From an optimization exercise on the open Yosys and OpenROAD flow, aimed at small area and a short achievable clock period; shortcuts taken in it are not production practice.
Function was not checked in any run shown here: the RTL went through the layout flow alone.
Power and IR drop assume default switching activity.

[flow/design.v]
`default_nettype none
package rdmx_ctl_pkg;
    localparam int REG_DATA_W = 32;
    localparam int CNT_W      = 64;
    localparam int REG_IDX_W  = 8;
    localparam int TDATA_W    = 512;
    localparam int SEQ_W      = 32;
    localparam int RESET_HOLD_CYCLES = 1000;
    localparam int RST_CNT_W         = $clog2(RESET_HOLD_CYCLES + 1);
    localparam logic [CNT_W-1:0] PCI_BASE_RST = 64'h1_0000_0000;
    localparam logic [CNT_W-1:0] PCI_SIZE_RST = 64'h1_0000_0000;
    typedef enum logic [REG_IDX_W-1:0] {
        REG_STATUS     = 8'd0,
        REG_ERRORS     = 8'd1,
        REG_GOOD_H     = 8'd2,
        REG_GOOD_L     = 8'd3,
        REG_BAD_H      = 8'd4,
        REG_BAD_L      = 8'd5,
        REG_PCI_BASE_H = 8'd6,
        REG_PCI_BASE_L = 8'd7,
        REG_PCI_SIZE_H = 8'd8,
        REG_PCI_SIZE_L = 8'd9,
        REG_RESET      = 8'd10,
        REG_CLEAR      = 8'd11,
        REG_LOOPBACK   = 8'd34,
        REG_PAUSE_PCI  = 8'd35
    } reg_index_e;
    typedef enum logic [1:0] {
        RESP_OKAY   = 2'd0,
        RESP_SLVERR = 2'd2,
        RESP_DECERR = 2'd3
    } resp_e;
    typedef struct packed {
        logic                  valid;
        logic [REG_IDX_W-1:0]  index;
        logic [REG_DATA_W-1:0] data;
    } reg_wr_t;
    typedef struct packed {
        logic                 valid;
        logic [REG_IDX_W-1:0] index;
    } reg_rd_req_t;
    typedef struct packed {
        logic                  valid;
        logic [REG_DATA_W-1:0] data;
        resp_e                 resp;
    } reg_rd_t;
    typedef struct packed {
        logic good;
        logic bad;
        logic range_err;
    } pkt_event_t;
    typedef struct packed {
        logic [1:0] ddr_cal;
        logic       pcs_aligned;
    } async_status_t;
    typedef struct packed {
        logic [TDATA_W-1:0] tdata;
        logic               tvalid;
        logic               tready;
        logic               tlast;
    } stream_beat_t;
    typedef struct packed {
        logic [CNT_W-1:0] base;
        logic [CNT_W-1:0] size;
    } pci_cfg_t;
    typedef struct packed {
        logic [CNT_W-1:0] good;
        logic [CNT_W-1:0] bad;
        logic [3:0]       errors;
        logic [2:0]       status;
        logic             reset_active;
        logic             pause_active;
        logic             loopback;
        pci_cfg_t         pci;
    } status_view_t;
endpackage
`default_nettype wire
`default_nettype none
module seq_bit (
    input  logic f,
    input  logic p,
    input  logic f_lo,
    input  logic p_lo,
    output logic m
);
    assign m = (f ^ p) ^ (p_lo & ~f_lo);
endmodule
module seq_check (
    input  logic        clk,
    input  logic        clr,
    input  logic [31:0] stream_hi,
    input  logic        beat,
    output logic        seq_error
);
    logic [31:0] seq_prior, prior_n;
    logic [31:0] miss;
    assign miss[0] = ~(stream_hi[0] ^ seq_prior[0]);
    genvar i;
    for (i = 1; i < 32; i++) begin : g_bit
        seq_bit u_b (
            .f    (stream_hi[i]),
            .p    (seq_prior[i]),
            .f_lo (stream_hi[i-1]),
            .p_lo (seq_prior[i-1]),
            .m    (miss[i])
        );
    end
    ld_word #(.W(32)) u_prior (
        .a (!clr & beat),
        .b (!clr & !beat),
        .d (stream_hi),
        .q (seq_prior),
        .n (prior_n)
    );
    always_ff @(posedge clk) begin
        seq_prior <= prior_n;
        seq_error <= !clr && (seq_error || (beat && (stream_hi != 32'd0) && (miss != 32'd0)));
    end
endmodule
`default_nettype wire
`default_nettype none
module pkt_counter (
    input  logic        clk,
    input  logic        clr,
    input  logic        ld_h,
    input  logic        ld_l,
    input  logic [31:0] wd,
    input  logic        inc,
    output logic [63:0] count
);
    logic [63:0] count_n;
    wire a_h = !clr && ld_h;
    wire a_l = !clr && ld_l;
    wire b_h = !clr && !ld_h;
    wire b_l = !clr && !ld_l;
    count_next #(.N(8), .ONES(1'b1)) u_next (
        .en (inc && !ld_h && !ld_l),
        .a  ({{4{a_h}}, {4{a_l}}}),
        .b  ({{4{b_h}}, {4{b_l}}}),
        .d  ({wd, wd}),
        .q  (count),
        .n  (count_n)
    );
    always_ff @(posedge clk) begin
        count <= count_n;
    end
endmodule
module event_capture (
    input  logic        clk,
    input  logic        clr,
    input  logic [31:0] wd,
    input  logic        w_good_h,
    input  logic        w_good_l,
    input  logic        w_bad_h,
    input  logic        w_bad_l,
    input  logic [2:0]  events,
    input  logic [2:0]  async_status,
    output logic [63:0] good_count,
    output logic [63:0] bad_count,
    output logic        range_err,
    output logic [2:0]  sync_q
);
    logic [2:0] sync_meta;
    always_ff @(posedge clk) begin
        sync_meta <= async_status;
        sync_q    <= sync_meta;
    end
    pkt_counter u_good (
        .clk(clk), .clr(clr), .ld_h(w_good_h), .ld_l(w_good_l), .wd(wd),
        .inc(events[2]), .count(good_count)
    );
    pkt_counter u_bad (
        .clk(clk), .clr(clr), .ld_h(w_bad_h), .ld_l(w_bad_l), .wd(wd),
        .inc(events[1]), .count(bad_count)
    );
    always_ff @(posedge clk) begin
        range_err <= !clr && (range_err || events[0]);
    end
endmodule
`default_nettype wire
`default_nettype none
module ld_word #(
    parameter int W = 32
) (
    input  logic         a,
    input  logic         b,
    input  logic [W-1:0] d,
    input  logic [W-1:0] q,
    output logic [W-1:0] n
);
    assign n = ({W{a}} & d) | ({W{b}} & q);
endmodule
module step_bit (
    input  logic a,
    input  logic b,
    input  logic d,
    input  logic q,
    input  logic t,
    output logic n
);
    assign n = (a & d) | (b & (q ^ t));
endmodule
module carry8 #(
    parameter bit ONES = 1'b1
) (
    input  logic [7:0] q,
    input  logic       g,
    output logic [7:0] t,
    output logic       all
);
    wire [7:0] m = ONES ? q : ~q;
    always_comb begin
        logic p;
        p = g;
        for (int j = 0; j < 8; j++) begin
            t[j] = p;
            p = p & m[j];
        end
    end
    assign all = &m;
endmodule
module group_en #(
    parameter int N = 8
) (
    input  logic         en,
    input  logic [N-1:0] all,
    output logic [N-1:0] g
);
    always_comb begin
        logic p;
        p = 1'b1;
        for (int k = 0; k < N; k++) begin
            g[k] = en & p;
            p = p & all[k];
        end
    end
endmodule
module count_next #(
    parameter int N    = 8,
    parameter bit ONES = 1'b1
) (
    input  logic           en,
    input  logic [N-1:0]   a,
    input  logic [N-1:0]   b,
    input  logic [8*N-1:0] d,
    input  logic [8*N-1:0] q,
    output logic [8*N-1:0] n
);
    logic [N-1:0]   all, g;
    logic [8*N-1:0] t;
    group_en #(.N(N)) u_ge (.en(en), .all(all), .g(g));
    genvar k, j;
    for (k = 0; k < N; k++) begin : g_grp
        carry8 #(.ONES(ONES)) u_c (.q(q[8*k +: 8]), .g(g[k]), .t(t[8*k +: 8]), .all(all[k]));
        for (j = 0; j < 8; j++) begin : g_bit
            step_bit u_s (
                .a(a[k]), .b(b[k]), .d(d[8*k+j]), .q(q[8*k+j]), .t(t[8*k+j]), .n(n[8*k+j])
            );
        end
    end
endmodule
module ctl_regs (
    input  logic         clk,
    input  logic         resetn,
    input  logic [31:0]  wd,
    input  logic         w_base_h,
    input  logic         w_base_l,
    input  logic         w_size_h,
    input  logic         w_size_l,
    input  logic         w_loop,
    input  logic         w_pause,
    input  logic         w_reset,
    output logic [127:0] pci,
    output logic         loopback,
    output logic         pause_pci,
    output logic         rst_run
);
    localparam logic [9:0] LFSR_SEED = 10'h001;
    localparam logic [9:0] LFSR_LAST = 10'h3d6;
    logic [127:0] pci_q, pci_n;
    wire  [3:0]   we  = {w_base_h, w_base_l, w_size_h, w_size_l};
    genvar k;
    for (k = 0; k < 4; k++) begin : g_pci
        ld_word #(.W(32)) u_w (
            .a (resetn & we[k]),
            .b (resetn & ~we[k]),
            .d (wd),
            .q (pci_q[32*k +: 32]),
            .n (pci_n[32*k +: 32])
        );
    end
    always_ff @(posedge clk) begin
        pci_q <= pci_n | {31'd0, !resetn, 63'd0, !resetn, 32'd0};
    end
    assign pci = pci_q;
    always_ff @(posedge clk) begin
        if (!resetn)     loopback <= 1'b0;
        else if (w_loop) loopback <= wd[0];
    end
    logic [31:0] pause_count, pause_n;
    count_next #(.N(4), .ONES(1'b0)) u_pause (
        .en (pause_pci),
        .a  ({4{resetn & w_pause}}),
        .b  ({4{resetn & ~w_pause}}),
        .d  (wd),
        .q  (pause_count),
        .n  (pause_n)
    );
    always_ff @(posedge clk) begin
        pause_count <= pause_n;
        pause_pci   <= resetn && (w_pause ? (wd != 32'd0) : (pause_count[31:1] != 31'd0));
    end
    logic [9:0] rst_lfsr;
    always_ff @(posedge clk) begin
        if (w_reset) rst_lfsr <= LFSR_SEED;
        else         rst_lfsr <= {rst_lfsr[8:0], rst_lfsr[9] ^ rst_lfsr[6]};
        if (!resetn)                               rst_run <= 1'b0;
        else if (w_reset)                          rst_run <= 1'b1;
        else if (rst_run && rst_lfsr == LFSR_LAST) rst_run <= 1'b0;
    end
endmodule
`default_nettype wire
`default_nettype none
module read_mux (
    input  logic         clk,
    input  logic         resetn,
    input  logic [8:0]   reg_rd_req,
    input  logic [2:0]   status,
    input  logic [3:0]   errors,
    input  logic [63:0]  good_count,
    input  logic [63:0]  bad_count,
    input  logic [127:0] pci,
    input  logic         rst_run,
    input  logic         loopback,
    input  logic         pause_pci,
    output logic [34:0]  reg_rd
);
    wire [7:0] ri = reg_rd_req[7:0];
    wire        hi0 = (ri[7:4] == 4'h0);
    wire        hi2 = (ri[7:4] == 4'h2);
    logic [15:0] lo;
    always_comb begin
        for (int k = 0; k < 16; k++) lo[k] = (ri[3:0] == 4'(k));
    end
    wire s_stat  = hi0 && lo[0];
    wire s_err   = hi0 && lo[1];
    wire s_gh    = hi0 && lo[2];
    wire s_gl    = hi0 && lo[3];
    wire s_bh    = hi0 && lo[4];
    wire s_bl    = hi0 && lo[5];
    wire s_pbh   = hi0 && lo[6];
    wire s_pbl   = hi0 && lo[7];
    wire s_psh   = hi0 && lo[8];
    wire s_psl   = hi0 && lo[9];
    wire s_rst   = hi0 && lo[10];
    wire s_loop  = hi2 && lo[2];
    wire s_pause = hi2 && lo[3];
    wire sel_ok = (hi0 && (ri[3:0] <= 4'd10)) || (hi2 && (ri[3:1] == 3'd1));
    wire [7:0] sel8 = {s_psl, s_psh, s_pbl, s_pbh, s_bl, s_bh, s_gl, s_gh};
    wire [31:0] sel_data;
    genvar k;
    for (k = 0; k < 32; k++) begin : g_bit
        rd_bit u_bit (
            .sel (sel8),
            .d   ({pci[k], pci[32+k], pci[64+k], pci[96+k],
                   bad_count[k], bad_count[32+k], good_count[k], good_count[32+k]}),
            .x   (sel_data[k])
        );
    end
    logic        rd_valid, rd_err;
    logic [31:0] rd_data;
    always_ff @(posedge clk) begin
        rd_valid <= resetn && reg_rd_req[8];
        rd_data  <= sel_data | {28'd0, s_err ? errors : {1'b0, s_stat ? status : 3'd0}}
                          | {31'd0, (s_rst && rst_run) || (s_loop && loopback) || (s_pause && pause_pci)};
        rd_err   <= !sel_ok;
    end
    assign reg_rd = {rd_valid, rd_data, rd_err, rd_err};
endmodule
`default_nettype wire
module rd_bit (
    input  logic [7:0] sel,
    input  logic [7:0] d,
    output logic       x
);
    assign x = |(sel & d);
endmodule
`default_nettype none
module rdmx_control (
    input  logic                        clk,
    input  logic                        resetn,
    input  logic [40:0]                 reg_wr,
    output logic                        wr_done,
    output logic [1:0]                  wr_resp,
    input  logic [8:0]                  reg_rd_req,
    output logic [34:0]                 reg_rd,
    input  logic [2:0]                  events,
    input  logic [1:0]                  overflow,
    input  logic [2:0]                  async_status,
    input  logic [514:0]                stream,
    output logic [127:0]                pci,
    output logic                        loopback,
    output logic                        pause_pci,
    output logic                        resetn_out
);
    wire        wv = reg_wr[40];
    wire [7:0]  wi = reg_wr[39:32];
    wire [31:0] wd = reg_wr[31:0];
    wire        whi0 = wv && (wi[7:4] == 4'h0);
    wire        whi2 = wv && (wi[7:4] == 4'h2);
    logic [15:0] wlo;
    always_comb begin
        for (int k = 0; k < 16; k++) wlo[k] = (wi[3:0] == 4'(k));
    end
    wire w_good_h = whi0 && wlo[2];
    wire w_good_l = whi0 && wlo[3];
    wire w_bad_h  = whi0 && wlo[4];
    wire w_bad_l  = whi0 && wlo[5];
    wire w_base_h = whi0 && wlo[6];
    wire w_base_l = whi0 && wlo[7];
    wire w_size_h = whi0 && wlo[8];
    wire w_size_l = whi0 && wlo[9];
    wire w_reset  = whi0 && wlo[10];
    wire w_clear  = whi0 && wlo[11];
    wire w_loop   = whi2 && wlo[2];
    wire w_pause  = whi2 && wlo[3];
    wire wr_ok = ((wi[7:4] == 4'h0) && (wi[3:0] >= 4'd2) && (wi[3:0] <= 4'd11))
              || ((wi[7:4] == 4'h2) && (wi[3:1] == 3'd1));
    logic wr_err;
    always_ff @(posedge clk) begin
        wr_done <= resetn && wv;
        wr_err  <= !wr_ok;
    end
    assign wr_resp = {wr_err, wr_err};
    logic        rst_run;
    logic [63:0] good_count, bad_count;
    logic        range_err, seq_error;
    logic [2:0]  sync_q;
    ctl_regs u_ctl_regs (
        .clk       (clk),
        .resetn    (resetn),
        .wd        (wd),
        .w_base_h  (w_base_h),
        .w_base_l  (w_base_l),
        .w_size_h  (w_size_h),
        .w_size_l  (w_size_l),
        .w_loop    (w_loop),
        .w_pause   (w_pause),
        .w_reset   (w_reset),
        .pci       (pci),
        .loopback  (loopback),
        .pause_pci (pause_pci),
        .rst_run   (rst_run)
    );
    assign resetn_out = resetn && !rst_run;
    wire clr = !resetn || rst_run || w_clear;
    event_capture u_event_capture (
        .clk          (clk),
        .clr          (clr),
        .wd           (wd),
        .w_good_h     (w_good_h),
        .w_good_l     (w_good_l),
        .w_bad_h      (w_bad_h),
        .w_bad_l      (w_bad_l),
        .events       (events),
        .async_status (async_status),
        .good_count   (good_count),
        .bad_count    (bad_count),
        .range_err    (range_err),
        .sync_q       (sync_q)
    );
    seq_check u_seq_check (
        .clk       (clk),
        .clr       (clr),
        .stream_hi (stream[514:483]),
        .beat      (stream[2] && stream[1]),
        .seq_error (seq_error)
    );
    read_mux u_read_mux (
        .clk        (clk),
        .resetn     (resetn),
        .reg_rd_req (reg_rd_req),
        .status     (sync_q),
        .errors     ({seq_error, overflow, range_err}),
        .good_count (good_count),
        .bad_count  (bad_count),
        .pci        (pci),
        .rst_run    (rst_run),
        .loopback   (loopback),
        .pause_pci  (pause_pci),
        .reg_rd     (reg_rd)
    );
endmodule
`default_nettype wire
[flow/constraint.sdc]
create_clock -name core_clock -period 5.0 [get_ports {clk}]
set_input_delay 1.0000 -clock core_clock [delete_from_list [all_inputs] [get_ports {clk}]]
set_output_delay 1.0000 -clock core_clock [all_outputs]
set_load 0.01 [all_outputs]
[flow/run.sh]
#!/bin/bash
# synth_recipe.tcl (not shown) runs the flow's synth.tcl, then flattens the netlist and writes it again
# the make line also repeats each setting of config.mk as NAME=value (left out here)
make -C /OpenROAD-flow-scripts/flow DESIGN_CONFIG=/design/flow/config.mk WORK_HOME=/design/flow/orfs CLKGATE_MAP_FILE= SYNTH_SCRIPT=/design/flow/synth_recipe.tcl finish
[flow/config.mk]
export PLATFORM = sky130hd
export DESIGN_NAME = rdmx_control
export DESIGN_NICKNAME = rdmx_control
export VERILOG_FILES = /design/flow/design.v
export SDC_FILE = /design/flow/constraint.sdc
export NUM_CORES = 4
export LEC_CHECK = 0
export CAP_MARGIN = 20
export CORE_MARGIN = 2
export CORE_UTILIZATION = 40
export SETUP_SLACK_MARGIN = 2.6
export SLEW_MARGIN = 20
export SYNTH_HIERARCHICAL = 1
export SYNTH_MINIMUM_KEEP_SIZE = 0
==> results of run 1 <==
cells in the final DEF, fill, tap and decap left out, drive strengths merged, types with 66 or more instances in the layout:
master and instances:
dfxtp 377, clkbuf 66, clkdlybuf4s50 74, a22o 320
nor2 125, buf 157, xor2 161, nand4 90
dlygate4sd2 172, a22oi 128
state kept, by name (all words and copies together) (netlist names):
register / count
u_ctl_regs.pci_q: 128
u_event_capture.u_bad.count: 64
u_event_capture.u_good.count: 64
u_ctl_regs.pause_count: 32
u_read_mux.rd_data: 32
u_seq_check.seq_prior: 32
u_ctl_regs.rst_lfsr: 10
u_event_capture.sync_meta: 3
u_event_capture.sync_q: 3
u_ctl_regs.loopback: 1
u_ctl_regs.pause_pci: 1
u_ctl_regs.rst_run: 1
u_event_capture.range_err: 1
u_read_mux.rd_err: 1
u_read_mux.rd_valid: 1
u_seq_check.seq_error: 1
wr_done: 1
wr_err: 1
critical path, stage by stage:
cell and delay (ns):
buf_8 0.10, nor4b_4 0.31, buf_4 0.17, nand2_4 0.07, nor3_4 0.20, nor3b_4 0.09, buf_4 0.14, buf_6 0.11
and3_4 0.17, and3_4 0.20, and2_4 0.14, and3_4 0.17, xor2_1 0.15, a22o_1 0.21
final cells by class:
| class | instances | area (µm²) |
|---|---|---|
| clock buffers | 59 | 1250 |
| clock inverters | 15 | 136 |
| repair buffers | 416 | 4080 |
| multi-input cells | 1158 | 9750 |
| inverters | 30 | 123 |
| flip-flops and latches | 377 | 7570 |
| well taps | 539 | 674 |
| fillers | 3684 | 18200 |
layer usage:
| layer | vias up | global-route usage | part of all wire |
|---|---|---|---|
| met5 | - | 0 | 0 |
| met4 | 0 | 0.101 | 0.042 |
| met3 | 145 | 0.0566 | 0.085 |
| met2 | 652 | 0.412 | 0.44 |
| met1 | 7431 | 0.353 | 0.43 |
| li1 | 6994 | - | - |
power by group:
group	switching (mW)	leakage [nW]	internal, mW
logic	0.504	6.60	0.534
clock network	1.28	0.683	1.84
registers	0.162	3.06	3.13
how the worst max path moves through the flow:
| stage | startpoint | endpoint | slack (ns) |
|---|---|---|---|
| after global routing | reg_wr[38] | u_event_capture.u_good.count[11]$_DFF_P_ | 2.13 |
| final | reg_wr[38] | u_event_capture.u_bad.count[35]$_DFF_P_ | 2.23 |
| after floorplan | reg_wr[36] | u_event_capture.u_bad.count[35]$_DFF_P_ | 2.01 |
| after detailed placement | reg_wr[36] | u_event_capture.u_bad.count[35]$_DFF_P_ | 0.88 |
| after global placement | reg_wr[36] | u_event_capture.u_bad.count[35]$_DFF_P_ | 0.93 |
| after CTS | reg_wr[38] | u_event_capture.u_good.count[11]$_DFF_P_ | 2.24 |
stage by stage:
step	cells	hold WS [ns]	area, µm²
after floorplan	1620	0.310	17000
after global placement	2402	0.310	20100
after detailed placement	2402	0.316	20100
after CTS	2560	0.329	22800
after global routing	2594	0.343	23600
final	2594	0.328	23600
repair_timing:
action | CTS | global route
pin swaps | 57 | 46
gates resized for setup | 422 | 132
buffers inserted | 82 | 27
endpoints found under the setup margin | 523 | 298
cloned | 2 | 7
==> impl_results.md, run 1 <==
* Status: no timing/DRC/antenna violations
* N_diodes at 0
* Total die area at 43800 µm²
* Largest net degree at the start of global routing at 34
* Yosys warns at 16
* Final setup TNS at 0 ns
* Clock sink count at 377
* CP required at 5.46 ns
* Fmax at 0.361 GHz
* Core area at 41800 µm²
* # setup viols final at 0
* CTS Buf Count at 42
* DRT Pass-1 Iters at 6
* Overall Global Routing Usage at 0.262
* Net count after synthesis at 2195
* Wirelength per Cell at 23.5 µm
* Depth of the worst register-to-register path at 9
* Final Cycle Share at 0.555
* Post-cts hold buffer count at 0
* Remaining DRCs at 0
* I/O Pins at 744
* Die H at 209 µm
* Pwr Density at 316 nW/µm²
* Total power at 7.45 mW
* Gpl congestion at 0.867
* Post-Synthesis Cells at 1620
* Std-Cell Rows at 75
* Post-Syn Area per Cell at 10.4 µm²
* CTS H-tree lvls at 2
* WHS Path Cells at 0
* Initial Util at 0.404
* Max-slew violations at 0
* CTS tree: yes
* Peak VDD IR at 0.000202 V
* Worst-path clk slew at 0.06 ns
* Vias in the first global route at 14700
* Worst setup EP type: flip-flop
* Largest fanout on the critical path at 3
* Mapped cell area at 16900 µm²
* Final Skew at 0.0225 ns
* Root Buffer: clkbuf_16
* Vias per cell at 5.87
* Slew margin rel. at 0.355
* Reg2Reg Launch Point: u_event_capture.u_bad.count[2]$_DFF_P_
* Final-stage net count at 2600
* Hold EP: u_event_capture.sync_q[2]$_DFF_P_
* Layout cell share with drive strength beyond 1 at 0.236
* Die width at 209 µm
* CP Launch Type: input port
* Max Root-Sink Buffers at 3
* Setup CP Type: in -> reg
* Final WS setup at 2.23 ns
* Final HPWL from detailed placement at 38700 µm
* HP Class: reg -> reg
* Util after Layout at 0.565
* R2R Setup Slk at 2.40 ns
* Worst EP arrival at 3.23 ns
* Initial antenna violation count at 0
* ANT nets after route at 0
* Grt ovf at 0
* Tightest Pin Transition at 0.965 ns
* Crit path time final at 2.77 ns
* HP Start: u_event_capture.sync_meta[2]$_DFF_P_
* I/O Buffers at 262
* First-pass GRT wire length at 89000 µm
* RR Endpoint: u_event_capture.u_bad.count[59]$_DFF_P_
* RSZ-0062 raised after global routing: true
* DRT iter0 DRCs at 1130
* Fin. Hold Viols at 0
* Vias at 15200
* Leakage at 10.3 nW
* DP Worst Slack at 0.877 ns
* Layout area overhead at 39.8%
* Clk latency of the worst-skew pair at 0.57 ns
* Routed WL at 60900 µm
* Max cap viols at 0
==> run 2: changes to the inputs <==
--- a/flow/design.v
+++ b/flow/design.v
@@ -127,3 +127,3 @@
     input  logic [31:0] wd,
-    input  logic        inc,
+    input  logic        en,
     output logic [63:0] count
@@ -136,3 +136,3 @@
     count_next #(.N(8), .ONES(1'b1)) u_next (
-        .en (inc && !ld_h && !ld_l),
+        .en (en),
         .a  ({{4{a_h}}, {4{a_l}}}),
@@ -155,2 +155,4 @@
     input  logic        w_bad_l,
+    input  logic        en_good,
+    input  logic        en_bad,
     input  logic [2:0]  events,
@@ -169,3 +171,3 @@
         .clk(clk), .clr(clr), .ld_h(w_good_h), .ld_l(w_good_l), .wd(wd),
-        .inc(events[2]), .count(good_count)
+        .en(en_good), .count(good_count)
     );
@@ -173,3 +175,3 @@
         .clk(clk), .clr(clr), .ld_h(w_bad_h), .ld_l(w_bad_l), .wd(wd),
-        .inc(events[1]), .count(bad_count)
+        .en(en_bad), .count(bad_count)
     );
@@ -192,3 +194,20 @@
 endmodule
-module step_bit (
+module tgate8 (
+    input  logic       g,
+    input  logic [7:1] pre,
+    output logic [7:1] t_n
+);
+    assign t_n = ~({7{g}} & pre);
+endmodule
+module step_bitn (
+    input  logic a,
+    input  logic b,
+    input  logic d,
+    input  logic q,
+    input  logic t_n,
+    output logic n
+);
+    assign n = (a & d) | (b & (q ^ ~t_n));
+endmodule
+module step_bit0 (
     input  logic a,
@@ -197,8 +216,8 @@
     input  logic q,
-    input  logic t,
+    input  logic g,
     output logic n
 );
-    assign n = (a & d) | (b & (q ^ t));
+    assign n = (a & d) | (b & (q ^ g));
 endmodule
-module carry8 #(
+module prefix8 #(
     parameter bit ONES = 1'b1
@@ -206,4 +225,3 @@
     input  logic [7:0] q,
-    input  logic       g,
-    output logic [7:0] t,
+    output logic [7:1] pre,
     output logic       all
@@ -213,9 +231,9 @@
         logic p;
-        p = g;
-        for (int j = 0; j < 8; j++) begin
-            t[j] = p;
+        p = m[0];
+        for (int j = 1; j < 8; j++) begin
+            pre[j] = p;
             p = p & m[j];
         end
+        all = p;
     end
-    assign all = &m;
 endmodule
@@ -228,2 +246,3 @@
 );
+    logic [N-1:0] low;
     always_comb begin
@@ -232,3 +251,3 @@
         for (int k = 0; k < N; k++) begin
-            g[k] = en & p;
+            low[k] = p;
             p = p & all[k];
@@ -236,2 +255,3 @@
     end
+    assign g = {N{en}} & low;
 endmodule
@@ -249,3 +269,3 @@
     logic [N-1:0]   all, g;
-    logic [8*N-1:0] t;
+    logic [8*N-1:1] pre;
     group_en #(.N(N)) u_ge (.en(en), .all(all), .g(g));
@@ -253,6 +273,11 @@
     for (k = 0; k < N; k++) begin : g_grp
-        carry8 #(.ONES(ONES)) u_c (.q(q[8*k +: 8]), .g(g[k]), .t(t[8*k +: 8]), .all(all[k]));
-        for (j = 0; j < 8; j++) begin : g_bit
-            step_bit u_s (
-                .a(a[k]), .b(b[k]), .d(d[8*k+j]), .q(q[8*k+j]), .t(t[8*k+j]), .n(n[8*k+j])
+        prefix8 #(.ONES(ONES)) u_p (.q(q[8*k +: 8]), .pre(pre[8*k+1 +: 7]), .all(all[k]));
+        step_bit0 u_s0 (
+            .a(a[k]), .b(b[k]), .d(d[8*k]), .q(q[8*k]), .g(g[k]), .n(n[8*k])
+        );
+        logic [7:1] t_n;
+        tgate8 u_t (.g(g[k]), .pre(pre[8*k+1 +: 7]), .t_n(t_n));
+        for (j = 1; j < 8; j++) begin : g_bit
+            step_bitn u_s (
+                .a(a[k]), .b(b[k]), .d(d[8*k+j]), .q(q[8*k+j]), .t_n(t_n[j]), .n(n[8*k+j])
             );
@@ -464,2 +489,4 @@
         .w_bad_l      (w_bad_l),
+        .en_good      (events[2] && !(wv && (wi[7:1] == 7'd1))),
+        .en_bad       (events[1] && !(wv && (wi[7:1] == 7'd2))),
         .events       (events),
==> flow/flow/run.sh (new file) <==
#!/bin/bash
# Standard layout, with every port buffered by the smallest buffer
# instead of the resizer's default pick (a delay cell on sky130hd).
set -euo pipefail
export BUFFER_PORTS_ARGS="-buffer_cell sky130_fd_sc_hd__buf_1"
bash standard.sh > standard_flow.log 2>&1
==> flow/standard.sh (new file) <==
#!/bin/bash
# synth_recipe.tcl (not shown) runs the flow's synth.tcl, then flattens the netlist and writes it again
# the make line also repeats each setting of config.mk as NAME=value (left out here)
make -C /OpenROAD-flow-scripts/flow DESIGN_CONFIG=/design/flow/config.mk WORK_HOME=/design/flow/orfs CLKGATE_MAP_FILE= SYNTH_SCRIPT=/design/flow/synth_recipe.tcl "${@:-finish}"
removed: flow/run.sh
==> run 2 against run 1 <==
Against the previous run: wire length fell by 5.2%; clock power rose by 3%; via count fell by 0.73%; clock skew fell by 0.0087 ns; hold slack got worse by 0.0030 ns; core utilization fell by 6.9 points; cell area fell by 9.7%; power rose by 7.7%; register-to-register slack improved by 0.25 ns; flip-flop and latch count did not move; count of clock-buffer cells in the layout rose by 4; non-clock buffer count fell by 58; critical endpoint is now u_event_capture.u_bad.count[28]$_DFF_P_; largest cell class unchanged.
==> impl_results.md, run 2 <==
* Root Buffer: clkbuf_16
* I/O Buffers at 262
* Post-Synthesis Cells at 1720
* Max Root-Sink Buffers at 3
* WHS Path Cells at 0
* Status: no timing/DRC/antenna violations
* Commonest non-fill, non-tap cell in the layout: dfxtp_1
* Net count after synthesis at 2295
* Pwr Density at 377 nW/µm²
* Family with the most delay on the worst path: simple AND/OR/NAND/NOR gates
* Worst-path clk slew at 0.06 ns
* Post-cts hold buffer count at 0
* Reg2Reg Launch Point: u_event_capture.u_bad.count[0]$_DFF_P_
* ANT nets after route at 0
* Multi-input logic area at 9410 µm²
* Layout area overhead at 22.8%
* Largest fanout on the critical path at 8
* Final instance area at 21300 µm²
* Die H at 212 µm
* HP Start: u_event_capture.sync_meta[0]$_DFF_P_
* Crit-path cells: buf_8 -> nor4_4 -> nand3_2 -> o31a_4 -> buf_6 -> nand4_4 -> clkinvlp_4 -> nand2_1 -> xnor2_1 -> a22o_1
* Initial antenna violation count at 0
* # setup viols final at 0
* Yosys warns at 16
* Routed WL at 57800 µm
* Peak VDD IR at 0.000216 V
* Top reg by flops: u_ctl_regs.pci_q
* Vias per cell at 5.63
* Final setup TNS at 0 ns
* Final Skew at 0.0138 ns
* Initial Util at 0.404
* Fmax at 0.406 GHz
* Clk latency of the worst-skew pair at 0.57 ns
* Commonest cells after routing, fill and taps aside: 377 x dfxtp_1, 310 x a22o_1, 256 x buf_1, 202 x xnor2_1, 155 x nand2_1
* Crit path time final at 2.46 ns
* Vias at 15100
* Fin. Hold Viols at 0
* Final-stage net count at 2641
* Final Cycle Share at 0.492
* Wirelength per Cell at 21.5 µm
* Placed cell areas at 19100 µm²
* Clock sink count at 377
* CP Launch Type: input port
* Util after Layout at 0.496
* Filler Cell Count at 4055
* DRT Pass-1 Iters at 5
* Worst setup EP type: flip-flop
* HP Class: reg -> reg
* Worst stage delay on the critical path at 0.36 ns
* RSZ-0062 raised after global routing: true
* Die width at 212 µm
* Final hold slack at 0.325 ns
* Top flop regs: u_ctl_regs.pci_q x128, u_event_capture.u_bad.count x64, u_event_capture.u_good.count x64
* Remaining DRCs at 0
* Std-Cell Rows at 76
* Gpl congestion at 0.821
* DRT iter0 DRCs at 1126
* CP required at 5.46 ns
* RR Endpoint: u_event_capture.u_bad.count[61]$_DFF_P_
* Layout cell share with drive strength beyond 1 at 0.161
* Depth of the worst register-to-register path at 8
* First-pass GRT wire length at 87200 µm
* Worst Path Buf+Inv at 3
* Slew margin rel. at 0.550
* Setup CP Type: in -> reg
* I/O Pins at 744
* Max cap viols at 0
* Hold EP: u_event_capture.sync_q[0]$_DFF_P_
* Total die area at 45100 µm²
* Final HPWL from detailed placement at 38600 µm
* Number of flip-flops in the largest register at 128
* Mapped cell area at 17300 µm²
* CTS tree: yes
* Sequential Area at 7550 µm²
* CP max stage cell: o31a_4
* Worst EP arrival at 2.92 ns
* CTS H-tree lvls at 2
* Post-Syn Area per Cell at 10.1 µm²
* Overall Global Routing Usage at 0.251
* Largest net degree at the start of global routing at 34
* R2R Setup Slk at 2.65 ns
* Grt ovf at 0
* Core area at 43000 µm²
* Max-slew violations at 0
* CTS Buf Count at 42
* N_diodes at 0
* Leakage at 7.87 nW
* Vias in the first global route at 14500
* CP startpoint: reg_wr[39]
* Tightest Pin Transition at 0.675 ns
run 2: how the worst max path moves through the flow:
stage,slack [ns],depth (start not counted),end
global route,2.48,10,u_event_capture.u_bad.count[30]$_DFF_P_
detailed placement,1.22,9,u_event_capture.u_bad.count[63]$_DFF_P_
global placement,1.26,9,u_event_capture.u_bad.count[63]$_DFF_P_
CTS,2.37,6,u_event_capture.u_bad.count[14]$_DFF_P_
floorplan,2.23,5,u_event_capture.u_good.count[32]$_DFF_P_
finish,2.54,10,u_event_capture.u_bad.count[28]$_DFF_P_
run 2: layer usage:
layer / global-route usage / wire length, µm / part of all wire
met3: 0.0474 / 4410 / 0.076
met2: 0.393 / 25900 / 0.45
met5: 0 / 0 / 0
met1: 0.353 / 26200 / 0.45
met4: 0.0728 / 1320 / 0.023
run 2: cell type report:
cell class | instances | area share
repair buffers | 358 | 0.0909
flip-flops and latches | 377 | 0.354
clock buffers | 63 | 0.0617
inverters | 64 | 0.0115
well taps | 585 | 0.0344
clock inverters | 14 | 0.00576
multi-input cells | 1223 | 0.442
run 2: power breakdown:
part	total (mW)	switching [mW]	internal, mW
logic	1.41	0.696	0.710
registers	3.41	0.230	3.18
clock network	3.21	1.29	1.92
total	8.02	2.21	5.81
run 2: what timing repair did:
action | 4_1_cts | 5_1_grt
pin swaps | 15 | 14
gates resized for setup | 36 | 44
endpoints found under the setup margin | 230 | 272
setup buffers | 31 | 10
cloned | 1 | 1
run 2: per-stage QoR:
stage / cells / power [mW] / worst slack (ns)
2_1_floorplan: 1720 / 4.50 / 2.23
3_3_place_gp: 2564 / 4.80 / 1.26
3_5_place_dp: 2564 / 4.83 / 1.22
4_1_cts: 2673 / 8.06 / 2.37
5_1_grt: 2684 / 8.37 / 2.48
6_report: 2684 / 8.02 / 2.54
==> run 3: changes to the inputs <==
==> flow/run.sh (new file) <==
#!/bin/bash
# synth_recipe.tcl (not shown) runs the flow's synth.tcl, then flattens the netlist and writes it again
# the make line also repeats each setting of config.mk as NAME=value (left out here)
make -C /OpenROAD-flow-scripts/flow DESIGN_CONFIG=/design/flow/config.mk WORK_HOME=/design/flow/orfs CLKGATE_MAP_FILE= SYNTH_SCRIPT=/design/flow/synth_recipe.tcl finish
removed: flow/flow/run.sh
removed: flow/standard.sh
==> run 3 against run 2 <==
Against the previous run: cell area is 7.4% higher; core utilization is 3.7 points higher; combinational power is 4% higher; sequential share of layout area is 2.4 points lower; fmax is 0.94% higher; largest power group unchanged; clock power is 1% higher; critical path type is now in -> out; final cell count is 0.11% higher.
==> impl_results.md, run 3 <==
* Worst-path clk slew at 0.06 ns
* Commonest cells after routing, fill and taps aside: 373 x dfxtp_1, 310 x a22o_1, 203 x xnor2_1, 173 x dlygate4sd2_1, 163 x nand2_1
* Placed cell areas at 20600 µm²
* I/O Pins at 744
* # setup viols final at 0
* Number of flip-flops in the largest register at 128
* Tightest Pin Transition at 0.669 ns
* Commonest non-fill, non-tap cell in the layout: dfxtp_1
* Worst setup EP type: primary output
* Layout area overhead at 31.9%
* Fin. Hold Viols at 0
* Wirelength per Cell at 22.6 µm
* ANT nets after route at 0
* Max Root-Sink Buffers at 3
* I/O Buffers at 262
* Mapped cell area at 17300 µm²
* Post-Syn Area per Cell at 10.1 µm²
* Final WS setup at 2.56 ns
* First-pass GRT wire length at 91300 µm
* CTS tree: yes
* Max-slew violations at 0
* Vias per cell at 5.73
* RSZ-0062 raised after global routing: true
* Final-stage net count at 2644
* Max cap viols at 0
* Gpl congestion at 0.821
* Core area at 43000 µm²
* Clk latency of the worst-skew pair at 0.57 ns
* Root Buffer: clkbuf_16
* Largest fanout on the critical path at 2
* Setup CP Type: in -> out
* Fmax at 0.410 GHz
* DRT Pass-1 Iters at 6
* Final instance area at 22900 µm²
* Layout cell share with drive strength beyond 1 at 0.160
* Final HPWL from detailed placement at 39200 µm
* Die width at 212 µm
* Peak VDD IR at 0.000200 V
* Final Skew at 0.0111 ns
* Status: no timing/DRC/antenna violations
* Pwr Density at 356 nW/µm²
* HP Class: reg -> reg
* Remaining DRCs at 0
* Total die area at 45100 µm²
* Slew margin rel. at 0.553
* Overall Global Routing Usage at 0.263
* Top reg by flops: u_ctl_regs.pci_q
* Final setup TNS at 0 ns
* Initial Util at 0.404
* CTS H-tree lvls at 2
* Post-cts hold buffer count at 0
* Die H at 212 µm
* Clock sink count at 377
* Crit path time final at 2.44 ns
* CP Launch Type: input port
* Top flop regs: u_ctl_regs.pci_q x128, u_event_capture.u_bad.count x64, u_event_capture.u_good.count x64
* DRT iter0 DRCs at 1435
* CTS Buf Count at 42
* Net count after synthesis at 2295
* Initial antenna violation count at 3
* Worst EP arrival at 1.44 ns
* Leakage at 9.28 nW
* Routed WL at 60900 µm
* Vias in the first global route at 14900
* Largest net degree at the start of global routing at 34
* Post-Synthesis Cells at 1720
* DP Worst Slack at 0.810 ns
* Yosys warns at 16
* CP required at 4.00 ns
* Grt ovf at 0
* Final Cycle Share at 0.488
* Std-Cell Rows at 76
* Vias at 15400
[run 3: changes by cell type in the layout (fill, tap and decap cells not counted), sizes merged, moves of 3 or more]
cell	change
clkbuf	+8
dlygate4sd2	+173
buf	-258
dlymetal6s2s	+5
clkinv	-8
clkdlybuf4s50	+75
clkdlybuf4s15	+3
[run 3: per-layer routing]
metal	GRT usage	vias up	part of all wire
met2	0.414	659	0.45
met3	0.0433	109	0.074
met1	0.368	7546	0.45
met4	0.0861	2	0.028
li1	-	7077	-
met5	0	-	0.00021
[run 3: final timing paths]
kind                                           start                                      end  slack (ns)  cells after the start
min reg2reg     u_event_capture.sync_meta[1]$_DFF_P_        u_event_capture.sync_q[1]$_DFF_P_        0.33                      0
min             u_event_capture.sync_meta[1]$_DFF_P_        u_event_capture.sync_q[1]$_DFF_P_        0.33                      0
max                                           resetn                               resetn_out        2.56                      4
max reg2reg  u_event_capture.u_bad.count[16]$_DFF_P_  u_event_capture.u_bad.count[63]$_DFF_P_        2.70                      8
[run 3: area by class of cell]
class / count / area, µm²
Multi-Input combinational cell: 1225 / 9460
Clock inverter: 7 / 135
Antenna cell: 2 / 5.00
Timing Repair Buffer: 359 / 3460
Fill cell: 3996 / 20100
Clock buffer: 68 / 1300
Tap cell: 585 / 732
Inverter: 64 / 240
Sequential cell: 377 / 7550
[run 3: worst max-delay path, stage by stage]
cell     delay, ns
buf_6         0.09
buf_6         0.11
nor2b_4       0.12
buf_6         0.12
[run 3: what timing repair did]
item,4_1_cts,5_1_grt
endpoints found under the setup margin,524,282
gates cloned,4,3
setup buffers,48,3
pin swaps,18,9
resized for setup,269,37
[run 3: power by group]
part           internal [mW]  total, mW  switching [mW]  leakage [nW]
sequential              3.19       3.43           0.246          3.05
combinational          0.757       1.46           0.702          5.53
clock                   1.98       3.25            1.27         0.704
[run 3: stage by stage]
step | util | hold slack (ns) | power [mW] | std cells
after floorplan | - | 0.310 | 4.50 | 1720
after global placement | 0.480 | 0.313 | 4.85 | 2552
after detailed placement | 0.480 | 0.315 | 4.87 | 2552
after CTS | 0.527 | 0.328 | 8.15 | 2679
after global routing | 0.532 | 0.330 | 8.48 | 2687
final | 0.532 | 0.328 | 8.14 | 2687
==> run 4: changes to the inputs <==
--- a/flow/design.v
+++ b/flow/design.v
@@ -127,3 +127,3 @@
     input  logic [31:0] wd,
-    input  logic        en,
+    input  logic        inc,
     output logic [63:0] count
@@ -136,3 +136,4 @@
     count_next #(.N(8), .ONES(1'b1)) u_next (
-        .en (en),
+        .inc(inc),
+        .ok ({{4{!ld_l}}, {4{!ld_h}}}),
         .a  ({{4{a_h}}, {4{a_l}}}),
@@ -155,4 +156,2 @@
     input  logic        w_bad_l,
-    input  logic        en_good,
-    input  logic        en_bad,
     input  logic [2:0]  events,
@@ -171,3 +170,3 @@
         .clk(clk), .clr(clr), .ld_h(w_good_h), .ld_l(w_good_l), .wd(wd),
-        .en(en_good), .count(good_count)
+        .inc(events[2]), .count(good_count)
     );
@@ -175,3 +174,3 @@
         .clk(clk), .clr(clr), .ld_h(w_bad_h), .ld_l(w_bad_l), .wd(wd),
-        .en(en_bad), .count(bad_count)
+        .inc(events[1]), .count(bad_count)
     );
@@ -242,3 +241,4 @@
 ) (
-    input  logic         en,
+    input  logic         inc,
+    input  logic [N-1:0] ok,
     input  logic [N-1:0] all,
@@ -255,3 +255,3 @@
     end
-    assign g = {N{en}} & low;
+    assign g = {N{inc}} & ok & low;
 endmodule
@@ -261,3 +261,4 @@
 ) (
-    input  logic           en,
+    input  logic           inc,
+    input  logic [N-1:0]   ok,
     input  logic [N-1:0]   a,
@@ -270,3 +271,3 @@
     logic [8*N-1:1] pre;
-    group_en #(.N(N)) u_ge (.en(en), .all(all), .g(g));
+    group_en #(.N(N)) u_ge (.inc(inc), .ok(ok), .all(all), .g(g));
     genvar k, j;
@@ -326,3 +327,4 @@
     count_next #(.N(4), .ONES(1'b0)) u_pause (
-        .en (pause_pci),
+        .inc(pause_pci),
+        .ok ({4{~w_pause}}),
         .a  ({4{resetn & w_pause}}),
@@ -413,2 +415,13 @@
 `default_nettype none
+module wr_dec (
+    input  logic        wv,
+    input  logic [7:0]  wi,
+    output logic [11:0] w
+);
+    always_comb begin
+        for (int k = 0; k < 10; k++) w[k] = wv && (wi == 8'(k + 2));
+        w[10] = wv && (wi == 8'd34);
+        w[11] = wv && (wi == 8'd35);
+    end
+endmodule
 module rdmx_control (
@@ -433,20 +446,9 @@
     wire [31:0] wd = reg_wr[31:0];
-    wire        whi0 = wv && (wi[7:4] == 4'h0);
-    wire        whi2 = wv && (wi[7:4] == 4'h2);
-    logic [15:0] wlo;
-    always_comb begin
-        for (int k = 0; k < 16; k++) wlo[k] = (wi[3:0] == 4'(k));
-    end
-    wire w_good_h = whi0 && wlo[2];
-    wire w_good_l = whi0 && wlo[3];
-    wire w_bad_h  = whi0 && wlo[4];
-    wire w_bad_l  = whi0 && wlo[5];
-    wire w_base_h = whi0 && wlo[6];
-    wire w_base_l = whi0 && wlo[7];
-    wire w_size_h = whi0 && wlo[8];
-    wire w_size_l = whi0 && wlo[9];
-    wire w_reset  = whi0 && wlo[10];
-    wire w_clear  = whi0 && wlo[11];
-    wire w_loop   = whi2 && wlo[2];
-    wire w_pause  = whi2 && wlo[3];
+    logic w_good_h, w_good_l, w_bad_h, w_bad_l, w_base_h, w_base_l;
+    logic w_size_h, w_size_l, w_reset, w_clear, w_loop, w_pause;
+    wr_dec u_wr_dec (
+        .wv(wv), .wi(wi),
+        .w({w_pause, w_loop, w_clear, w_reset, w_size_l, w_size_h,
+            w_base_l, w_base_h, w_bad_l, w_bad_h, w_good_l, w_good_h})
+    );
     wire wr_ok = ((wi[7:4] == 4'h0) && (wi[3:0] >= 4'd2) && (wi[3:0] <= 4'd11))
@@ -489,4 +491,2 @@
         .w_bad_l      (w_bad_l),
-        .en_good      (events[2] && !(wv && (wi[7:1] == 7'd1))),
-        .en_bad       (events[1] && !(wv && (wi[7:1] == 7'd2))),
         .events       (events),
==> flow/flow/run.sh (new file) <==
#!/bin/bash
# Standard layout, with every port buffered by the smallest buffer
# instead of the resizer's default pick (a delay cell on sky130hd).
set -euo pipefail
export BUFFER_PORTS_ARGS="-buffer_cell sky130_fd_sc_hd__buf_1"
bash standard.sh > standard_flow.log 2>&1
==> flow/standard.sh (new file) <==
#!/bin/bash
# synth_recipe.tcl (not shown) runs the flow's synth.tcl, then flattens the netlist and writes it again
# the make line also repeats each setting of config.mk as NAME=value (left out here)
make -C /OpenROAD-flow-scripts/flow DESIGN_CONFIG=/design/flow/config.mk WORK_HOME=/design/flow/orfs CLKGATE_MAP_FILE= SYNTH_SCRIPT=/design/flow/synth_recipe.tcl "${@:-finish}"
removed: flow/run.sh
==> run 4 against run 3 <==
Against the previous run: fmax is 0.94% lower; wire length is 5.0% higher; largest power group unchanged; still clean on timing, DRC and antenna; sequential power is 1% lower; sequential share of layout area is 1.9 points higher; clock skew is 0.0059 ns higher.
==> impl_results.md, run 4 <==
* Net count after synthesis at 2308
* Mapped cell area at 17400 µm²
* Pwr Density at 364 nW/µm²
* Initial Util at 0.404
* Die width at 212 µm
* Worst Path Buf+Inv at 5
* Top reg by flops: u_ctl_regs.pci_q
* CTS H-tree lvls at 2
* Std-Cell Rows at 76
* Total die area at 45100 µm²
* N_diodes at 0
* Critical path destination: u_event_capture.u_good.count[48]$_DFF_P_
* Final-stage net count at 2669
* CP max stage cell: or4_4
* Final HPWL from detailed placement at 38600 µm
* Leakage at 7.98 nW
* Die H at 212 µm
* Filler Cell Count at 3976
* CP required at 5.47 ns
* Post-Synthesis Cells at 1733
* CTS Buf Count at 43
* I/O Pins at 744
* Worst setup EP type: flip-flop
* Max Root-Sink Buffers at 3
* Worst stage delay on the critical path at 0.61 ns
* Overall Global Routing Usage at 0.265
* Fmax at 0.406 GHz
* Clk latency of the worst-skew pair at 0.58 ns
* Max-slew violations at 0
* Routed WL at 63900 µm
* Vias per cell at 5.81
* Number of flip-flops in the largest register at 128
* Reg2Reg Launch Point: u_event_capture.u_good.count[1]$_DFF_P_
* CTS tree: yes
* Wirelength per Cell at 23.6 µm
* # setup viols final at 0
* First-pass GRT wire length at 90500 µm
* Top flop regs: u_ctl_regs.pci_q x128, u_event_capture.u_bad.count x64, u_event_capture.u_good.count x64
* Slew margin rel. at 0.468
* Depth of the worst register-to-register path at 7
* Peak VDD IR at 0.000271 V
* Commonest non-fill, non-tap cell in the layout: dfxtp_1
* RSZ-0062 raised after global routing: true
* Commonest cells after routing, fill and taps aside: 375 x dfxtp_1, 310 x a22o_1, 253 x buf_1, 203 x xnor2_1, 163 x nand2_1
* Largest net degree at the start of global routing at 34
* Worst EP arrival at 2.93 ns
* Family with the most delay on the worst path: simple AND/OR/NAND/NOR gates
* Clock sink count at 377
* Root Buffer: clkbuf_16
* Remaining DRCs at 0
* Vias at 15700
* Worst-path clk slew at 0.06 ns
* Setup CP Type: in -> reg
* Grt ovf at 0
* I/O Buffers at 262
* Final Skew at 0.0170 ns
* Initial antenna violation count at 1
* Crit path depth at 10
* Placed cell areas at 19100 µm²
* Crit-path cells: buf_8 -> or4_4 -> buf_6 -> nor3_4 -> inv_2 -> inv_2 -> nor3_4 -> buf_4 -> xor2_1 -> a22o_1
* Gpl congestion at 0.853
* Tightest Pin Transition at 0.798 ns
* HP Class: reg -> reg
* Core area at 43000 µm²
* Final Cycle Share at 0.492
* Vias in the first global route at 14700
* Crit path time final at 2.46 ns
* Yosys warns at 17
* Final setup TNS at 0 ns
* Post-Syn Area per Cell at 10.0 µm²
* RR Endpoint: u_event_capture.u_good.count[59]$_DFF_P_
* Layout cell share with drive strength beyond 1 at 0.171
* Layout area overhead at 24.7%
* Status: no timing/DRC/antenna violations
* DRT Pass-1 Iters at 5
* R2R Setup Slk at 2.60 ns
* DRT iter0 DRCs at 1496
* CP Launch Type: input port
* ANT nets after route at 0
* Largest fanout on the critical path at 8
* Final instance area at 21600 µm²
* Max cap viols at 0
* Fin. Hold Viols at 0
* CP startpoint: reg_wr[37]
run 4: what timing repair did:
| item | in CTS | in global routing |
|---|---|---|
| hold buffers | 0 | 0 |
| resized for setup | 55 | 46 |
| pin swaps | 17 | 14 |
| gates cloned | 10 | 6 |
| endpoints found under the setup margin | 314 | 246 |
| setup buffers | 37 | 17 |
run 4: how the worst min path moves through the flow:
stage                                         to  slack [ns]  depth (start not counted)                            startpoint
6_report       u_event_capture.sync_q[1]$_DFF_P_        0.32                          0  u_event_capture.sync_meta[1]$_DFF_P_
2_1_floorplan  u_event_capture.sync_q[0]$_DFF_P_        0.31                          0  u_event_capture.sync_meta[0]$_DFF_P_
3_5_place_dp   u_event_capture.sync_q[1]$_DFF_P_        0.31                          0  u_event_capture.sync_meta[1]$_DFF_P_
4_1_cts        u_event_capture.sync_q[1]$_DFF_P_        0.33                          0  u_event_capture.sync_meta[1]$_DFF_P_
5_1_grt        u_event_capture.sync_q[1]$_DFF_P_        0.34                          0  u_event_capture.sync_meta[1]$_DFF_P_
3_3_place_gp   u_event_capture.sync_q[0]$_DFF_P_        0.31                          0  u_event_capture.sync_meta[0]$_DFF_P_
run 4: cell type report:
class	instances	area, µm²	area share
Inverter	73	279	0.0129
Timing Repair Buffer	355	1970	0.0908
Tap cell	585	732	0.0338
Clock buffer	63	1270	0.0587
Multi-Input combinational cell	1244	9720	0.449
Sequential cell	377	7550	0.349
Clock inverter	12	128	0.00590
run 4: routing by layer:
metal  vias to the layer above  GRT usage  part of all wire
li1                       7160          -                 -
met1                      7716      0.365              0.44
met2                       753      0.416              0.44
met3                       113     0.0573             0.088
met4                         2     0.0786             0.030
met5                         -          0           0.00020
run 4: report_power, final:
group / internal, mW / switching (mW)
Combinational: 0.641 / 0.664
Clock: 1.86 / 1.31
Sequential: 3.17 / 0.224
run 4: stage by stage:
step	instances	power [mW]	hold slack, ns	util	setup slack (ns)
CTS	2686	7.85	0.327	0.494	2.53
global placement	2563	4.65	0.311	0.445	1.58
finish	2709	7.87	0.324	0.504	2.54
global route	2709	8.17	0.343	0.504	2.55
detailed placement	2564	4.68	0.312	0.445	1.51
floorplan	1733	4.37	0.310	-	2.27
==> run 5: changes to the inputs <==
--- a/flow/design.v
+++ b/flow/design.v
@@ -415,2 +415,29 @@
 `default_nettype none
+module pd_hi (
+    input  logic [3:0] x,
+    output logic       is0,
+    output logic       is2
+);
+    assign is0 = (x == 4'h0);
+    assign is2 = (x == 4'h2);
+endmodule
+module pd_mid (
+    input  logic [1:0] x,
+    output logic [3:0] y
+);
+    assign y = 4'b0001 << x;
+endmodule
+module pd_lo (
+    input  logic       v,
+    input  logic [1:0] x,
+    output logic [3:0] y
+);
+    assign y = {4{v}} & (4'b0001 << x);
+endmodule
+module and3m (
+    input  logic [2:0] x,
+    output logic       y
+);
+    assign y = &x;
+endmodule
 module wr_dec (
@@ -420,7 +447,13 @@
 );
-    always_comb begin
-        for (int k = 0; k < 10; k++) w[k] = wv && (wi == 8'(k + 2));
-        w[10] = wv && (wi == 8'd34);
-        w[11] = wv && (wi == 8'd35);
+    logic       h0, h2;
+    logic [3:0] m, l;
+    pd_hi  u_h (.x(wi[7:4]), .is0(h0), .is2(h2));
+    pd_mid u_m (.x(wi[3:2]), .y(m));
+    pd_lo  u_l (.v(wv), .x(wi[1:0]), .y(l));
+    genvar k;
+    for (k = 0; k < 10; k++) begin : g_w
+        and3m u_a (.x({h0, m[(k + 2) >> 2], l[(k + 2) & 3]}), .y(w[k]));
     end
+    and3m u_a34 (.x({h2, m[0], l[2]}), .y(w[10]));
+    and3m u_a35 (.x({h2, m[0], l[3]}), .y(w[11]));
 endmodule
--- a/flow/config.mk
+++ b/flow/config.mk
@@ -10,3 +10,3 @@
 export CORE_UTILIZATION = 40
-export SETUP_SLACK_MARGIN = 2.6
+export SETUP_SLACK_MARGIN = 2.8
 export SLEW_MARGIN = 20
==> run 5 against run 4 <==
Against the previous run: via count fell by 1.3%; non-clock buffer count rose by 33; worst setup slack improved by 0.11 ns; sequential share of layout area fell by 0.87 points; highest routed layer is now met4; critical path type is now in -> out; wire length fell by 3.6%; fmax rose by 4.9%.
==> impl_results.md, run 5 <==
* Status: no timing/DRC/antenna violations
* Tightest Pin Transition at 0.865 ns
* Yosys warns at 16
* CTS Buf Count at 43
* Max cap viols at 0
* Net count after synthesis at 2307
* Seq pwr share at 0.428
* CP Launch Type: input port
* CP max stage cell: nor2b_4
* Final Cycle Share at 0.469
* HP Start: u_event_capture.sync_meta[1]$_DFF_P_
* Fin. Hold Viols at 0
* Number of flip-flops in the largest register at 128
* Final HPWL from detailed placement at 39400 µm
* Final setup TNS at 0 ns
* Vias per cell at 5.67
* HP Class: reg -> reg
* Vias in the first global route at 14900
* DRT iter0 DRCs at 1322
* Commonest cells after routing, fill and taps aside: 345 x dfxtp_1, 310 x a22o_1, 242 x buf_1, 199 x xnor2_1, 153 x nand2_1
* Reg2Reg Launch Point: u_event_capture.u_bad.count[33]$_DFF_P_
* Post-Place Cells at 2565
* I/O Pins at 744
* Final-stage net count at 2699
* Wirelength per Cell at 22.5 µm
* Layout area overhead at 28.6%
* Top flop regs: u_ctl_regs.pci_q x128, u_event_capture.u_bad.count x64, u_event_capture.u_good.count x64
* Commonest non-fill, non-tap cell in the layout: dfxtp_1
* RSZ-0062 raised after global routing: true
* Initial Util at 0.404
* Worst stage delay on the critical path at 0.12 ns
* Mapped cell area at 17400 µm²
* Std-Cell Rows at 76
* I/O Buffers at 262
* Peak VDD IR at 0.000237 V
* Layout cell share with drive strength beyond 1 at 0.211
* Max-slew violations at 0
* Pwr Density at 354 nW/µm²
* Setup CP Type: in -> out
* R2R Setup Slk at 2.85 ns
* Crit path time final at 2.35 ns
* Hold EP: u_event_capture.sync_q[1]$_DFF_P_
* Worst EP arrival at 1.35 ns
* Power share of the combinational group at 0.168
* Core area at 43000 µm²
* Root Buffer: clkbuf_16
* Largest fanout on the critical path at 2
* Remaining DRCs at 0
* RR Endpoint: u_event_capture.u_bad.count[63]$_DFF_P_
* Family with the most delay on the worst path: buffers and inverters
* Crit path depth at 3
* Clock sink count at 377
* DRT Pass-1 Iters at 6
* Post-cts hold buffer count at 0
* Routed WL at 61600 µm
* CP required at 4.00 ns
* Depth of the worst register-to-register path at 8
* Sw frac at 0.279
* ANT nets after route at 0
* Overall Global Routing Usage at 0.265
* Vias at 15500
* Clock share of power at 0.403
* Final Skew at 0.0246 ns
* Worst setup EP type: primary output
* Max Root-Sink Buffers at 3
* Fmax at 0.426 GHz
* WHS Path Cells at 0
* Non-filler cells, final at 2744
* Grt ovf at 0
* CTS H-tree lvls at 2
* Die H at 212 µm
* Die width at 212 µm
* Top reg by flops: u_ctl_regs.pci_q
* Crit-path cells: buf_12 -> nor2b_4 -> buf_6
* Switching pwr at 2.21 mW
* Initial antenna violation count at 1
* Clk latency of the worst-skew pair at 0.58 ns
* Worst Path Buf+Inv at 2
* Gpl congestion at 0.868
* Slew margin rel. at 0.422
* Leakage at 8.55 nW
* Total die area at 45100 µm²
* Int Power at 5.71 mW
* CTS tree: yes
* Post-Syn Area per Cell at 10.0 µm²
* Post-Synthesis Cells at 1732
* First-pass GRT wire length at 91100 µm
* # setup viols final at 0
* Largest net degree at the start of global routing at 34
* Worst-path clk slew at 0.05 ns
-- run 5: stage by stage --
step | worst slack, ns | utilization | power [mW] | area (µm²) | hold WS, ns
final | 2.65 | 0.520 | 7.92 | 22400 | 0.324
after global routing | 2.64 | 0.520 | 8.22 | 22400 | 0.331
after CTS | 2.65 | 0.506 | 7.92 | 21800 | 0.325
after detailed placement | 1.50 | 0.447 | 4.69 | 19200 | 0.312
after global placement | 1.57 | 0.447 | 4.66 | 19200 | 0.311
after floorplan | 2.33 | - | 4.38 | 17700 | 0.310
-- run 5: worst max-delay path by stage --
stage | start | end | slack (ns)
2_1_floorplan | reg_rd_req[4] | u_read_mux.rd_data[0]$_DFF_P_ | 2.33
3_3_place_gp | reg_wr[38] | u_ctl_regs.pci_q[12]$_DFF_P_ | 1.57
3_5_place_dp | reg_wr[38] | u_ctl_regs.pci_q[4]$_DFF_P_ | 1.50
4_1_cts | resetn | resetn_out | 2.65
5_1_grt | resetn | resetn_out | 2.64
6_report | resetn | resetn_out | 2.65
-- run 5: timing repair --
action | CTS | global route
pin swaps | 33 | 44
buffers inserted | 56 | 31
gates resized for setup | 80 | 90
gates cloned | 12 | 0
endpoints found under the setup margin | 358 | 193
-- run 5: layer usage --
| layer | vias to the layer above | track usage | part of all wire |
|---|---|---|---|
| li1 | 7215 | - | - |
| met1 | 7640 | 0.352 | 0.44 |
| met2 | 599 | 0.428 | 0.46 |
| met3 | 91 | 0.0552 | 0.068 |
| met4 | 0 | 0.0871 | 0.027 |
| met5 | - | 0 | 0 |
-- run 5: cell type report --
class / instances / area, µm²
antenna: 1 / 2.50
clock buffer: 64 / 1320
clock inverter: 15 / 119
fill: 3980 / 20600
inverter: 72 / 284
multi-input combinational: 1242 / 9860
sequential: 377 / 7600
tap: 585 / 732
timing repair buffer: 388 / 2430
-- run 5: power by group through the flow --
| stage | Sequential [mW] | Combinational [mW] | Clock, mW |
|---|---|---|---|
| after floorplan | 3.40 | 0.988 | 0 |
| after detailed placement | 3.44 | 1.24 | 0 |
| after global placement | 3.44 | 1.22 | 0 |
| after CTS | 3.39 | 1.29 | 3.24 |
| final | 3.39 | 1.33 | 3.19 |
| after global routing | 3.41 | 1.46 | 3.35 |
==> run 6: changes to the inputs <==
--- a/flow/config.mk
+++ b/flow/config.mk
@@ -10,3 +10,3 @@
 export CORE_UTILIZATION = 40
-export SETUP_SLACK_MARGIN = 2.8
+export SETUP_SLACK_MARGIN = 2.6
 export SLEW_MARGIN = 20
==> run 6 against run 5 <==
Against the previous run: largest power group unchanged; global-route usage decreased by 1.6 points; synthesized cell count unchanged; still clean; hold slack improved by 0.0028 ns; non-clock buffer count down 41; worst setup slack worse by 0.089 ns; critical path type is now in -> reg; critical path depth up 3.
==> impl_results.md, run 6 <==
* Die H at 212 µm
* Top reg by flops: u_ctl_regs.pci_q
* Post-Place Cells at 2564
* Final setup TNS at 0 ns
* Top flop regs: u_ctl_regs.pci_q x128, u_event_capture.u_bad.count x64, u_event_capture.u_good.count x64
* CP Launch Type: input port
* Tightest Pin Transition at 0.746 ns
* Final HPWL from detailed placement at 38900 µm
* Layout cell share with drive strength beyond 1 at 0.162
* Core area at 43000 µm²
* Multi-input logic area at 9640 µm²
* Largest net degree at the start of global routing at 34
* Wirelength per Cell at 23.1 µm
* Total die area at 45100 µm²
* DRT Pass-1 Iters at 5
* HP Class: reg -> reg
* HP Start: u_event_capture.sync_meta[0]$_DFF_P_
* Worst-path clk slew at 0.05 ns
* Peak VDD IR at 0.000214 V
* Final WS setup at 2.56 ns
* Vias per cell at 5.72
* Gpl congestion at 0.854
* Fmax at 0.410 GHz
* Status: no timing/DRC/antenna violations
* Clk latency of the worst-skew pair at 0.58 ns
* First-pass GRT wire length at 86300 µm
* Die width at 212 µm
* Yosys warns at 16
* CTS Buf Count at 43
* Worst EP arrival at 2.94 ns
* Initial antenna violation count at 2
* Layout area overhead at 24.1%
* Remaining DRCs at 0
* Worst setup EP type: flip-flop
* Sequential Area at 7550 µm²
* Util after Layout at 0.502
* Crit path time final at 2.44 ns
* CP startpoint: reg_wr[36]
* Setup CP Type: in -> reg
* Commonest non-fill, non-tap cell in the layout: dfxtp_1
* Net count after synthesis at 2307
* Max-slew violations at 0
* Vias at 15500
* Routed WL at 62400 µm
* Largest fanout on the critical path at 17
* Final Skew at 0.0196 ns
* Mapped cell area at 17400 µm²
* Final Cycle Share at 0.487
* Post-cts hold buffer count at 0
* CTS H-tree lvls at 2
* I/O Buffers at 262
* Filler Cell Count at 4059
* Max cap viols at 0
* Std-Cell Rows at 76
* Non-filler cells, final at 2703
* Slew margin rel. at 0.501
* Final hold slack at 0.326 ns
* Number of flip-flops in the largest register at 128
* I/O Pins at 744
* Overall Global Routing Usage at 0.248
* Fin. Hold Viols at 0
* Clock sink count at 377
* Post-Syn Area per Cell at 10.0 µm²
* RSZ-0062 raised after global routing: true
* Reg2Reg Launch Point: u_event_capture.u_good.count[0]$_DFF_P_
* Root Buffer: clkbuf_16
* Post-Synthesis Cells at 1732
* Grt ovf at 0
* Initial Util at 0.404
* ANT nets after route at 0
* DRT iter0 DRCs at 1281
* Vias in the first global route at 14200
* Commonest cells after routing, fill and taps aside: 377 x dfxtp_1, 310 x a22o_1, 254 x buf_1, 203 x xnor2_1, 165 x nand2_1
* Final-stage net count at 2660
* CP required at 5.51 ns
* Max Root-Sink Buffers at 3
* Pwr Density at 366 nW/µm²
* DP Worst Slack at 1.41 ns
* Leakage at 7.97 nW
* # setup viols final at 0
* CTS tree: yes
[run 6: timing repair]
item,4_1_cts,5_1_grt
endpoints found under the setup margin,310,292
setup buffers,16,31
resized for setup,19,44
gates cloned,2,12
pin swaps,12,19
[run 6: final cells by class]
| type | instances | area share |
|---|---|---|
| Tap cell | 585 | 0.0339 |
| Clock buffer | 62 | 0.0588 |
| Antenna cell | 1 | 0.000116 |
| Multi-Input combinational cell | 1244 | 0.447 |
| Sequential cell | 377 | 0.350 |
| Clock inverter | 15 | 0.00673 |
| Inverter | 72 | 0.0125 |
| Timing Repair Buffer | 347 | 0.0911 |
[run 6: critical path: stages]
cell	delay, ns
clkbuf_2	0.17
nor4_4	0.39
and3_1	0.30
and2_2	0.48
buf_4	0.39
a22o_1	0.20
[run 6: layer usage]
layer	track usage	up-vias	share of wire
met5	0	-	0.00014
met4	0.0661	2	0.028
met3	0.0582	113	0.090
met2	0.384	669	0.44
met1	0.346	7533	0.44
li1	-	7140	-
[run 6: path summary, 6_finish.rpt]
check                                                  end  slack, ns  depth (start not counted)
hold / removal           u_event_capture.sync_q[0]$_DFF_P_       0.33                          0
hold reg to reg          u_event_capture.sync_q[0]$_DFF_P_       0.33                          0
setup reg to reg  u_event_capture.u_good.count[33]$_DFF_P_       2.63                          8
setup / recovery             u_ctl_regs.pci_q[124]$_DFF_P_       2.56                          6
[run 6: where the power goes]
group	leakage, nW	internal, mW	total [mW]	switching [mW]
logic	4.21	0.640	1.32	0.679
registers	3.05	3.17	3.39	0.227
clock network	0.704	1.87	3.18	1.32
total	7.97	5.68	7.90	2.22
[run 6: metrics by stage]
step / power (mW) / instance area, µm²
after floorplan: 4.36 / 17600
after global placement: 4.65 / 19100
after detailed placement: 4.67 / 19200
after CTS: 7.86 / 20800
after global routing: 8.22 / 21600
final: 7.90 / 21600

port drivers added, routing unchanged:
In the flow no input, the clock included, has a driving cell. The finished layouts below were timed again as built, in two steps. Step 1, drivers: a clkbuf_16 drives clk and a buf_2 each remaining input, both assumed. Step 2, shift: input delay + t, output delay - t, t = (earliest + latest rising clock arrival at the registers) / 2. This alone moves slack from input paths to output paths. a / b / c = ideal ports / drivers / drivers and shift; a / b = the first two.
run	t, ns	setup WS [ns]	worst setup path at the end	slew at the worst register clock pin (ns)	worst data-port slew with drivers (ns)
run 1	0.614	2.226 / 2.238 / 1.624	input to register	0.06 / 0.06	0.06
run 2	0.619	2.539 / 2.542 / 1.934	input to register	0.06 / 0.06	0.06
run 3	0.617	2.562 / 2.531 / 2.005	input to register	0.06 / 0.06	0.05
run 4	0.630	2.539 / 2.555 / 1.925	input to register	0.06 / 0.06	0.09
run 5	0.629	2.653 / 2.603 / 2.148	input to register	0.06 / 0.06	0.11
run 6	0.625	2.564 / 2.563 / 1.974	input to register	0.06 / 0.06	0.09
After both steps every run listed still meets setup and hold. For run 4, which loses most, drivers alone change the setup slack by +0.016 ns; drivers and shift together by -0.614 ns.
